Context: an optimization exercise on an open-source flow, tuned for small area, a short achievable clock period and few clock cycles. The choices shown serve that exercise and are no tape-out recipe. In this exercise RTL edits were held to simulation tests only and were not proved equivalent to the original. No activity file was given, so power comes from the tool's default toggle rates.

Design csg_ray_span_combine, start of the top module:
module csg_ray_span_combine (
  input  logic                       clk,
  input  logic                       rst,
  input  logic                       cfg_write_en,
  input  logic [csgsc_pkg::OP_W-1:0] cfg_write_data,
  input  logic                       cmd_valid,
  output logic                       cmd_ready,
  input  csgsc_pkg::cmd_beat_t       cmd_beat,
  output logic                       res_valid,
  input  logic                       res_ready,
  output csgsc_pkg::res_beat_t       res_beat
);
export LEC_CHECK = 0
export CAP_MARGIN = 20
export CORE_MARGIN = 2
export CORE_UTILIZATION = 40
export SETUP_SLACK_MARGIN = 3.0
export SLEW_MARGIN = 20
create_clock -name core_clock -period 5.5 [get_ports {clk}]
standard.sh (not shown) runs the stock make flow with config.mk's settings and CLKGATE_MAP_FILE= SYNTH_SCRIPT=/design/flow/synth_recipe.tcl, a recipe that flattens the netlist after the stock synthesis.
==> flow/flow/run.sh <==
#!/bin/bash
# Standard layout, with the port buffers made from buf_4 instead of the
# slow delay buffer buffer_ports picks by default.
set -euo pipefail
export BUFFER_PORTS_ARGS="-buffer_cell sky130_fd_sc_hd__buf_4"
bash standard.sh > standard_flow.log 2>&1
Testbench counts at the start, summed over its fixed seeds: cycles 5,559.
Change:
- CTS_CLUSTER_DIAMETER: unset -> 120
- CTS_CLUSTER_SIZE: unset -> 22
- PLACE_DENSITY: unset -> 0.75
- SETUP_SLACK_MARGIN: 3.0 -> 3.1
Register-to-register slack is better by 0.02 ns.
Synthesized cell count is unchanged.
Core utilization decreases by 0.65 points.
Total power shrinks by 6.8%.
Wire length came out higher by 2.1%.
Fmax is about the same.
Non-clock buffer count is higher by 79.
Cell area is lower by 1.4%.
Change:
- ABC_CLOCK_PERIOD_IN_PS: unset -> 2500
- PLACE_DENSITY: 0.75 -> unset
- SETUP_SLACK_MARGIN: 3.1 -> 3.0
Effect:
- register-to-register slack loses 0.04 ns
- worst hold slack gets better by 0.027 ns
- clock power goes up by 2.8%
- fmax came out lower by 1.0%
- first-iteration DRC count went down by 21%
- wire length went down by 1.5%
- count of clock-buffer cells in the layout stays the same
Change:
- ABC_CLOCK_PERIOD_IN_PS: 2500 -> unset
- SETUP_SLACK_MARGIN: 3.0 -> 3.15
Effect: The new run finished with timing, DRC and antenna clean; clock-buffer cell count drops by 5; combinational power came out higher by a quarter to a third; wire length climbs slightly; power rises by a few percent; utilization is higher by 1.5 points; worst hold slack is worse by 0.021 ns; flip-flop and latch count stays the same.

========
Setup of build 21:
Starting RTL as in the previous note.
==> flow/design.v (excerpt) <==
module csg_ray_span_combine (
  input  logic                       clk,
  input  logic                       rst,
  input  logic                       cfg_write_en,
  input  logic [csgsc_pkg::OP_W-1:0] cfg_write_data,
  input  logic                       cmd_valid,
  output logic                       cmd_ready,
  input  csgsc_pkg::cmd_beat_t       cmd_beat,
  output logic                       res_valid,
  input  logic                       res_ready,
  output csgsc_pkg::res_beat_t       res_beat
);
  localparam int DW = csgsc_pkg::DIST_W;
  localparam int TW = csgsc_pkg::TAG_W;
  localparam int HW = DW + TW;
  localparam int QD = 3;              
  localparam int QW = $clog2(QD + 1);
  logic          rdy;             
  logic [HW-1:0] mem_a [0:15];
  logic [HW-1:0] mem_b [0:15];
  logic [3:0]    wpa, wpb;        
  logic [3:0]    rpa, rpb;        
  logic [3:0]    rpa2, rpb2;      
  logic [4:0]    occa, occb;      
  logic [4:0]    cna, cnb;        
  logic          drop_new;
  logic [1:0]    bool_op;
  logic signed [DW-1:0] hda0, hda1, hdb0, hdb1;
  logic          cab;             
  logic [4:0]    qla [0:QD-1];
  logic [4:0]    qlb [0:QD-1];
  logic          qovf [0:QD-1];
  logic [QW-1:0] qn;
  logic          wv;              
  logic [4:0]    wla, wlb;        
  ...
==> flow/config.mk <==
export PLATFORM = sky130hd
export DESIGN_NAME = csg_ray_span_combine
export DESIGN_NICKNAME = csg_ray_span_combine
export VERILOG_FILES = /design/flow/design.v
export SDC_FILE = /design/flow/constraint.sdc
export NUM_CORES = 4
export LEC_CHECK = 0
export CAP_MARGIN = 20
export CORE_MARGIN = 2
export CORE_UTILIZATION = 40
export CTS_CLUSTER_DIAMETER = 100
export CTS_CLUSTER_SIZE = 18
export SETUP_SLACK_MARGIN = 3.0
export SLEW_MARGIN = 20
==> flow/constraint.sdc <==
create_clock -name core_clock -period 5.5 [get_ports {clk}]
set_input_delay 1.1000 -clock core_clock [delete_from_list [all_inputs] [get_ports {clk}]]
set_output_delay 1.1000 -clock core_clock [all_outputs]
set_load 0.01 [all_outputs]
Scripts as last shown in full above: flow/flow/run.sh
Testbench counts of build 21, summed over its fixed seeds: cycles 5,559.
Edits applied to the flow inputs when going from build 21 to build 29:
- changing CTS_CLUSTER_DIAMETER from 100 to 120
- changing CTS_CLUSTER_SIZE from 18 to 22
- setting PLACE_DENSITY to 0.85 for the first time
==> comparison <==
Going from build 21 to build 29, power density relative to cell area grew slightly. Of build 29 and build 21, the run reporting the lower initial antenna violation count was build 21. Number of diodes added for antenna fixing (higher): build 29. Comparing routed metal-1 wirelength for build 29 and build 21, the smaller number came from build 29. Build 29 vs build 21, wire length on met3 went up by 80%. Status: sequential share of layout area parity (build 21, build 29). According to the power report, total power for build 29 is higher than for build 21. Comparing minimum setup slack after placement for build 29 and build 21, the bigger number came from build 21. Looking at met1 global-route usage, build 29 sits below build 21. Compared build 29 vs build 21, and clock share of power is down in build 29.
[inputs] build 49 vs build 29
- swapping 0.85 for 0.75 in PLACE_DENSITY
- putting TNS_END_PERCENT at 50 where nothing was set
Notes after the runs:
In summary, build 49 completed successfully, with a layout that passed the timing, design-rule and antenna checks.
Compared with build 29, build 49 shows a lower relative contribution of combinational cells to total power.
Number of buffers created by CTS went up by a few percent going from build 29 to build 49.
The proportion of total power due to net switching reported for build 49 is smaller than that of build 29 by 1.4 points.
Sort build 29 and build 49 by final clock period utilization by the worst path, ascending, and build 49 comes first.
### build 49 -> build 89
- clearing TNS_END_PERCENT, which used to be 50
- swapping 3.0 for 2.9 in SETUP_SLACK_MARGIN
## What came out
Of build 89 and build 49, the higher area growth from synthesis to final layout belongs to build 49.
Relative to build 49, the total of plain and repair buffers excluding clock buffers measured on build 89 has decreased by a little under 10%.
Build 89 vs. build 49: worst setup slack picked up an extra 0.026 ns, global-route track usage on met3 lost 0.19 points, internal power consumption lost about 1.2%.
Part of the power in the clock network: build 89 and build 49 compared, lower one is build 49
Vias after detailed routing improves in build 89 relative to build 49.
Global placement routability congestion (higher): build 89
Total instance count after detailed placement essentially unchanged between build 89 and build 49.
## Diff of input files: build 46 against build 89
- SETUP_SLACK_MARGIN changed from 2.9 to 3.0
- PLACE_DENSITY removed (was 0.75)
==> run notes <==
Build 46 | stages: all done | timing, DRC, antenna: all pass. Build 46 vs build 89 — total of fill cells in the finished design climbed slightly. Number of antenna cells inserted was lower in the run labelled build 89. Reported for build 89 and build 46, fraction of the mapped netlist area in simple logic gates turned out identical to the last digit. For build 89, the capture point of the worst path was mem_b[15][25], unlike build 46, where it was res_beat[28].

========
delta:
csg_ray_span_combine, a different RTL version from the one above (not shown whole).
Size: ~3,600 cells after synthesis, roughly 110 I/O pins, about 75,000 µm² of cells after synthesis.
==> flow/config.mk <==
export PLATFORM = sky130hd
export DESIGN_NAME = csg_ray_span_combine
export DESIGN_NICKNAME = csg_ray_span_combine
export VERILOG_FILES = /design/flow/design.v
export SDC_FILE = /design/flow/constraint.sdc
export NUM_CORES = 4
export LEC_CHECK = 0
export CAP_MARGIN = 20
export CORE_MARGIN = 2
export CORE_UTILIZATION = 40
export SETUP_SLACK_MARGIN = 3.3
export SLEW_MARGIN = 20
==> flow/constraint.sdc <==
create_clock -name core_clock -period 5.5 [get_ports {clk}]
set_input_delay 1.1000 -clock core_clock [delete_from_list [all_inputs] [get_ports {clk}]]
set_output_delay 1.1000 -clock core_clock [all_outputs]
set_load 0.01 [all_outputs]
Scripts as last shown in full above: flow/flow/run.sh
Testbench counts of delta, summed over its fixed seeds: cycles 5,559.
For garnet, these inputs were changed with respect to delta:
==> flow/run.sh (new file) <==
#!/bin/bash
# synth_recipe.tcl (not shown) runs the flow's synth.tcl, then flattens the netlist and writes it again
# the make line also repeats each setting of config.mk as NAME=value (left out here)
make -C /OpenROAD-flow-scripts/flow DESIGN_CONFIG=/design/flow/config.mk WORK_HOME=/design/flow/orfs CLKGATE_MAP_FILE= SYNTH_SCRIPT=/design/flow/synth_recipe.tcl finish
diff --git a/flow/config.mk b/flow/config.mk
--- a/flow/config.mk
+++ b/flow/config.mk
@@ -10,3 +10,3 @@
 export CORE_UTILIZATION = 40
-export SETUP_SLACK_MARGIN = 3.3
+export SETUP_SLACK_MARGIN = 3.0
 export SLEW_MARGIN = 20
removed: flow/flow/run.sh
removed: flow/standard.sh
Changes observed in garnet relative to delta: relative contribution of combinational cells to total power fell by 4.9 points, cell area fell by 5900 µm², worst slack at placement fell by 0.48 ns, starting DRC count in detailed routing fell by 199, worst endpoint data arrival time stayed essentially flat.
garnet vs. delta: part of the power in the clock network went up by 2.1 points.
Number of buffers other than clock buffers in the final layout came out lower on garnet than on delta.
--- input diff garnet..raven ---
==> flow/flow/run.sh (new file) <==
#!/bin/bash
# Standard layout, with the port buffers made from buf_4 instead of the
# slow delay buffer buffer_ports picks by default.
set -euo pipefail
export BUFFER_PORTS_ARGS="-buffer_cell sky130_fd_sc_hd__buf_4"
bash standard.sh > standard_flow.log 2>&1
==> flow/standard.sh (new file) <==
#!/bin/bash
# synth_recipe.tcl (not shown) runs the flow's synth.tcl, then flattens the netlist and writes it again
# the make line also repeats each setting of config.mk as NAME=value (left out here)
make -C /OpenROAD-flow-scripts/flow DESIGN_CONFIG=/design/flow/config.mk WORK_HOME=/design/flow/orfs CLKGATE_MAP_FILE= SYNTH_SCRIPT=/design/flow/synth_recipe.tcl "${@:-finish}"
diff --git a/flow/config.mk b/flow/config.mk
--- a/flow/config.mk
+++ b/flow/config.mk
@@ -9,3 +9,3 @@
 export CORE_MARGIN = 2
-export CORE_UTILIZATION = 40
+export CORE_UTILIZATION = 55
 export SETUP_SLACK_MARGIN = 3.0
removed: flow/run.sh
## What came out
- Going from garnet to raven, the placer's final routability congestion estimate was found to have gone up by about 2.5%.
- Between raven and garnet, it is raven whose met3 usage in global routing is higher, by 1.2 points.
- Going from garnet to raven, fraction of power consumed by combinational cells shows a reduction of 0.6 points, peak clock frequency supported by timing shows a reduction of 15 MHz, final period utilization shows an increase of 2.0 points.

========
Another version of the RTL of csg_ray_span_combine (not shown whole).
Size: roughly 3,500 cells after synthesis, roughly 1,900 flip-flops, about 110 I/O pins, about 75,000 um^2 of cells after synthesis.
Design csg_ray_span_combine, start of the top module:
module csg_ray_span_combine (
  input  logic                       clk,
  input  logic                       rst,
  input  logic                       cfg_write_en,
  input  logic [csgsc_pkg::OP_W-1:0] cfg_write_data,
  input  logic                       cmd_valid,
  output logic                       cmd_ready,
  input  csgsc_pkg::cmd_beat_t       cmd_beat,
  output logic                       res_valid,
  input  logic                       res_ready,
  output csgsc_pkg::res_beat_t       res_beat
);
clock: 5.5 ns
lec_check: 0
cap_margin: 20
core_margin: 2
core_utilization: 40
slew_margin: 20
run.sh (not shown) runs the stock make flow with config.mk's settings and CLKGATE_MAP_FILE= SYNTH_SCRIPT=/design/flow/synth_recipe.tcl, a recipe that flattens the netlist after the stock synthesis.
Stock flow here: none of the scripts above is used.
The starting point finished clean.
Testbench counts at the start, summed over its fixed seeds: cycles 5,559.
Next try:
Settings changed: SETUP_SLACK_MARGIN from default to 2.6.
Outcome: Sequential share of layout area came out lower by 1.1 points; via count came out higher by 1.0%; total power came out higher by 2.4%; critical path depth came out higher by 3.

========
csg_ray_span_combine with an RTL version that a note above also has.
Size in the first run: about 3600 cells after synthesis, ~1900 flip-flops, ~110 I/O pins, about 0.075 mm2 of cells after synthesis.
export LEC_CHECK = 0
export CAP_MARGIN = 20
export CORE_MARGIN = 2
export CORE_UTILIZATION = 40
export CTS_CLUSTER_DIAMETER = 120
export CTS_CLUSTER_SIZE = 22
export PLACE_DENSITY = 0.75
export SETUP_SLACK_MARGIN = 3.0
export SLEW_MARGIN = 20
create_clock -name core_clock -period 5.5 [get_ports {clk}]
standard.sh (not shown) runs the stock make flow with config.mk's settings and CLKGATE_MAP_FILE= SYNTH_SCRIPT=/design/flow/synth_recipe.tcl, a recipe that flattens the netlist after the stock synthesis.
==> flow/flow/run.sh <==
#!/bin/bash
# Standard layout, with the port buffers made from buf_4 instead of the
# slow delay buffer buffer_ports picks by default.
set -euo pipefail
export BUFFER_PORTS_ARGS="-buffer_cell sky130_fd_sc_hd__buf_4"
bash standard.sh > standard_flow.log 2>&1
Testbench counts at the start, summed over its fixed seeds: cycles 5,559.
Change:
--- a/flow/config.mk
+++ b/flow/config.mk
@@ -13 +12,0 @@
-export PLACE_DENSITY = 0.75
@@ -15,0 +15 @@
+export TNS_END_PERCENT = 20
Total power goes down by 1.5%.
Combinational power drops by about 7%.
Design area is lower by 1.2%.
Routed wire length is higher by 3.9%.
Register-to-register slack loses 90 ps.
Synthesized area is unchanged.
Via count went down by 2.0%.
First-iteration DRC count falls by 13%.

========
== run A ==
csg_ray_span_combine with an RTL version that a note above also has.
For scale: roughly 3600 cells after synthesis, about 1900 flip-flops, ~110 I/O pins, ~75000 µm² of cells after synthesis.
export LEC_CHECK = 0
export CAP_MARGIN = 20
export CORE_MARGIN = 2
export CORE_UTILIZATION = 40
export SETUP_SLACK_MARGIN = 3.0
export SLEW_MARGIN = 20
create_clock -name core_clock -period 5.5 [get_ports {clk}]
Scripts as last shown in full above: flow/flow/run.sh
Run A finished every stage and its layout cleared the timing, design-rule and antenna checks.
Testbench counts of run A, summed over its fixed seeds: cycles 5,559.
### run A -> run B
Settings: an added CTS_CLUSTER_DIAMETER of 100; an added CTS_CLUSTER_SIZE of 30.
The final layouts of run A and run B pass the timing, design-rule and antenna checks.
[run B vs run A] CTS H-tree depth: lower in run B
The non-clock buffer contribution to total cell area of run B exceeds that of run A by 0.73 points.
Looking at first-pass iteration count of the detailed router, run B sits 2 below run A.
Input-level comparison between run C and run B:
Settings: a change of CTS_CLUSTER_DIAMETER from 100 to 120; a change of CTS_CLUSTER_SIZE from 30 to 22.
Notes after the runs:
Fraction of synthesized area in multiplexers: run B vs run C identical. As far as max-slew violation total from the final report goes, run B and run C are indistinguishable; the numbers are identical. Relative to run B, final antenna diode count decreased by 2 in run C. In run C the setup skew after layout turned out 0.0031 ns lower than in run B. Of run B and run C, run B shows the higher number of ordinary and repair buffers in the finished layout, with run C below it. Taking run B as the reference, in run C global routing usage on met3 has decreased, final cell area excluding filler cells has remained practically unchanged, combinational share of power has decreased.

-- port drivers added, routing unchanged --
The flow's constraints put no driver on any port. The routed layouts listed below were extracted and timed again, unchanged, in two steps. Step 1: set_driving_cell puts a clkbuf_16 on clk and a buf_2 on each other input, an assumption about the parent block. Step 2 adds t to the input delays and takes it off the output delays; t is the mean of the earliest and latest rising clock arrival at the registers after step 1. Input paths then give back, and output paths get back, about the clock's delay inside the block. Three values: ideal, step 1, step 2; two values: the first two.
run | t, ns | setup WS [ns] | hold slack, ns | clock arrival spread, ns
the first run of note 1 | 0.905 | 2.902 / 2.833 / 2.292 | 0.416 / 0.416 / 0.416 | 0.047 / 0.046
the second run of note 1 | 0.840 | 2.904 / 2.811 / 2.309 | 0.397 / 0.397 / 0.397 | 0.051 / 0.050
the third run of note 1 | 0.849 | 2.878 / 2.850 / 2.295 | 0.424 / 0.424 / 0.424 | 0.044 / 0.045
the fourth run of note 1 | 0.851 | 2.842 / 2.842 / 2.265 | 0.403 / 0.403 / 0.403 | 0.060 / 0.059
build 21 | 0.869 | 2.912 / 2.831 / 2.329 | 0.424 / 0.424 / 0.424 | 0.071 / 0.071
build 29 | 0.845 | 2.783 / 2.783 / 2.307 | 0.417 / 0.417 / 0.417 | 0.063 / 0.063
build 49 | 0.840 | 2.812 / 2.812 / 2.212 | 0.413 / 0.413 / 0.413 | 0.082 / 0.082
build 89 | 0.817 | 2.838 / 2.838 / 2.188 | 0.425 / 0.425 / 0.425 | 0.047 / 0.047
build 46 | 0.849 | 2.878 / 2.850 / 2.295 | 0.424 / 0.424 / 0.424 | 0.044 / 0.045
delta | 0.922 | 2.886 / 2.886 / 2.073 | 0.417 / 0.417 / 0.417 | 0.044 / 0.044
garnet | 0.914 | 2.863 / 2.860 / 2.145 | 0.408 / 0.408 / 0.408 | 0.063 / 0.063
raven | 0.879 | 2.754 / 2.793 / 1.930 | 0.417 / 0.417 / 0.417 | 0.025 / 0.025
the first run of note 4 | 0.880 | 1.410 / 1.410 / 0.847 | 0.412 / 0.412 / 0.412 | 0.056 / 0.056
the second run of note 4 | 0.902 | 2.579 / 2.595 / 1.727 | 0.404 / 0.404 / 0.404 | 0.073 / 0.073
the first run of note 5 | 0.827 | 2.922 / 2.889 / 2.213 | 0.423 / 0.423 / 0.423 | 0.044 / 0.044
the second run of note 5 | 0.823 | 2.836 / 2.786 / 2.224 | 0.428 / 0.428 / 0.428 | 0.066 / 0.066
run A | 0.891 | 2.862 / 2.817 / 2.008 | 0.414 / 0.414 / 0.414 | 0.043 / 0.043
run B | 0.808 | 2.701 / 2.722 / 1.913 | 0.428 / 0.428 / 0.428 | 0.051 / 0.051
run C | 0.837 | 2.754 / 2.783 / 1.947 | 0.426 / 0.426 / 0.426 | 0.041 / 0.041
After both steps setup and hold are still met in every run listed. The setup slack of run A, which loses most, moves by -0.045 ns with the drivers and by -0.854 ns with both steps.
